From an optimization exercise on the open Yosys and OpenROAD flow, aimed at small area, a short achievable clock period and few clock cycles; shortcuts taken in it are not production practice.
In this exercise RTL edits were held to simulation tests only and were not proved equivalent to the original.

== north ==
// save_slot_pacer_top
module save_slot_pacer_top #(
	parameter int SKIP_DEPTH = 16
) (
	input  logic                         clk,
	input  logic                         arst_n,
	input  logic                         psel,
	input  logic                         penable,
	input  logic                         pwrite,
	input  logic [ssp_pkg::APB_AW-1:0]   paddr,
	input  logic [31:0]                  pwdata,
	output logic [31:0]                  prdata,
	output logic                         pready,
	input  logic                         s_tvalid,
	output logic                         s_tready,
	input  logic [ssp_pkg::IN_W-1:0]     s_tdata,
	input  logic [1:0]                   s_tuser,
	output logic                         m_tvalid,
	input  logic                         m_tready,
	output logic [ssp_pkg::OUT_W-1:0]    m_tdata
);
Size in the first run: ~7500 cells after synthesis, roughly 850 flip-flops, roughly 62000 sq um of cells after synthesis.
Settings: LEC_CHECK=0, ABC_AREA=1, CAP_MARGIN=20, CORE_MARGIN=2, CORE_UTILIZATION=40, SETUP_SLACK_MARGIN=3.5, SLEW_MARGIN=20, TNS_END_PERCENT=10; clock period 8.0 ns.
run.sh (not shown) runs the stock make flow with config.mk's settings and CLKGATE_MAP_FILE= SYNTH_SCRIPT=/design/flow/synth_recipe.tcl, a recipe that flattens the netlist after the stock synthesis.
Testbench counts of north, summed over its fixed seeds: cycles 19,164.
--- input diff north..south ---
Settings: a change of SETUP_SLACK_MARGIN from 3.5 to 3.0; a change of TNS_END_PERCENT from 10 to 5; a deleted ABC_AREA that had been 1.
Notes after the runs:
Routed via count (south over north): decrease, 4157
Die area in south is 0.75% above north.
In the tables for south and north, routed wire length reads lower with south.
south vs north: synthesized cell count down by more than 10%
south — number of inserted filler cells in the final layout 1.9% lower, north as reference
Run comparison: north end of the critical path m_tdata[30]; south end of the critical path sh_q[0]$_DFFE_PP_
Wire length of the first global-routing pass was higher in north than in south.
lenx_q[2]$_DFFE_PP_ as the origin of the worst setup path was reported by south, and ctr_q[7]$_DFF_PN0_ by north.
Sort south and north by largest stage delay on the critical path, descending, and north comes first.
The final area of south falls short of that of north by about 0.8%.
north → south: proportion of cell area occupied by multi-input gates shows an increase of 2.8 points.

========
Starting RTL as in the previous note.
// save_slot_pacer_top
module save_slot_pacer_top #(
	parameter int SKIP_DEPTH = 16
) (
	input  logic                         clk,
	input  logic                         arst_n,
	input  logic                         psel,
	input  logic                         penable,
	input  logic                         pwrite,
	input  logic [ssp_pkg::APB_AW-1:0]   paddr,
	input  logic [31:0]                  pwdata,
	output logic [31:0]                  prdata,
	output logic                         pready,
	input  logic                         s_tvalid,
	output logic                         s_tready,
	input  logic [ssp_pkg::IN_W-1:0]     s_tdata,
	input  logic [1:0]                   s_tuser,
	output logic                         m_tvalid,
	input  logic                         m_tready,
	output logic [ssp_pkg::OUT_W-1:0]    m_tdata
);
	localparam int CNT_W  = $clog2(SKIP_DEPTH + 1);
	localparam int SLOT_W = ssp_pkg::SLOT_W;
  ...
clock: 8.0 ns
lec_check: 0
abc_area: 1
cap_margin: 20
core_margin: 2
core_utilization: 40
setup_slack_margin: 2.6
slew_margin: 20
tns_end_percent: 5
Testbench counts at the start, summed over its fixed seeds: cycles 19,164.
Rerun with:
ABC_AREA = not set   (was 1)
SETUP_SLACK_MARGIN = 3.3   (was 2.6)
TNS_END_PERCENT = 20   (was 5)
Result:
- clock-buffer cell count came out lower by 4
- flip-flop and latch count is unchanged
- worst setup slack gets better by 0.41 ns
- sequential share of layout area shrinks by 2.3 points
- routed wire length rises by 4.1%
- utilization goes up by 2.7 points
- final cell count went down by about 11%
- cell area grows by about 7%
- die area rises by about 0.75%

========
Setup of old:
Starting RTL as in the previous note.
Settings: LEC_CHECK=0, CAP_MARGIN=20, CORE_MARGIN=2, CORE_UTILIZATION=40, SETUP_SLACK_MARGIN=3.6, SLEW_MARGIN=20, TNS_END_PERCENT=5; clock period 8.0 ns.
old did not stop at any stage, and its layout met the timing, design-rule and antenna checks.
Testbench counts of old, summed over its fixed seeds: cycles 19,164.
What new does differently from old at the input level:
# old
export LEC_CHECK = 0
export CAP_MARGIN = 20
export CORE_MARGIN = 2
export CORE_UTILIZATION = 40
export SETUP_SLACK_MARGIN = 3.6
export SLEW_MARGIN = 20
export TNS_END_PERCENT = 5
create_clock -name core_clock -period 8.0 [get_ports {clk}]
# new
export LEC_CHECK = 0
export ABC_AREA = 1
export CAP_MARGIN = 20
export CORE_MARGIN = 2
export CORE_UTILIZATION = 40
export SETUP_SLACK_MARGIN = 4.2
export SLEW_MARGIN = 20
export TNS_END_PERCENT = 10
create_clock -name core_clock -period 8.0 [get_ports {clk}]
Sequential share of layout area is higher on old. Area growth from synthesis to layout (new over old): increase, 1.4 points. new vs. old: via count of the first global-routing pass +about 5.5%. On critical path depth: between new and old, it ends up higher for old. Between old and new, the flow reports final weighted congestion of routability-driven global placement increasing slightly. Comparing new and old, count of clock-buffer cells in the layout is lower on new. In new, the path depth of the worst reg2reg path came out 26% above the value in old. Diff old -> new | detailed-placement wirelength estimate | increase of 1100 um.

separate check: timing with driven ports:
The flow's constraints put no driver on any port. The routed layouts listed below were extracted and timed again, unchanged, in two steps.
Step 1 sets driving cells, clkbuf_16 on the clock port and buf_2 on the other inputs (assumed; they add their load-dependent delay and slew).
Step 2, shift: input delay + t, output delay - t, t = (earliest + latest rising clock arrival at the registers) / 2. This alone moves slack from input paths to output paths.
a / b / c = no drivers / after step 1 / after step 2; a / b = the first two.
| run | t (ns) | setup WS [ns] | worst setup path after step 2 | pins driven straight from the clock port |
|---|---|---|---|---|
| north | 0.805 | 3.001 / 2.920 / 2.429 | input to register | 1 |
| south | 0.807 | 2.825 / 2.760 / 2.118 | input to register | 1 |
| the first run of note 2 | 0.789 | 2.477 / 2.398 / 1.850 | input to register | 1 |
| the second run of note 2 | 0.822 | 2.888 / 2.801 / 2.324 | input to register | 1 |
| old | 0.811 | 2.951 / 2.868 / 2.218 | input to register | 1 |
| new | 0.818 | 3.024 / 2.937 / 2.530 | input to register | 1 |
After both steps setup and hold are still met in every run listed. The setup slack of old, which loses most, moves by -0.083 ns with the drivers and by -0.733 ns with both steps.
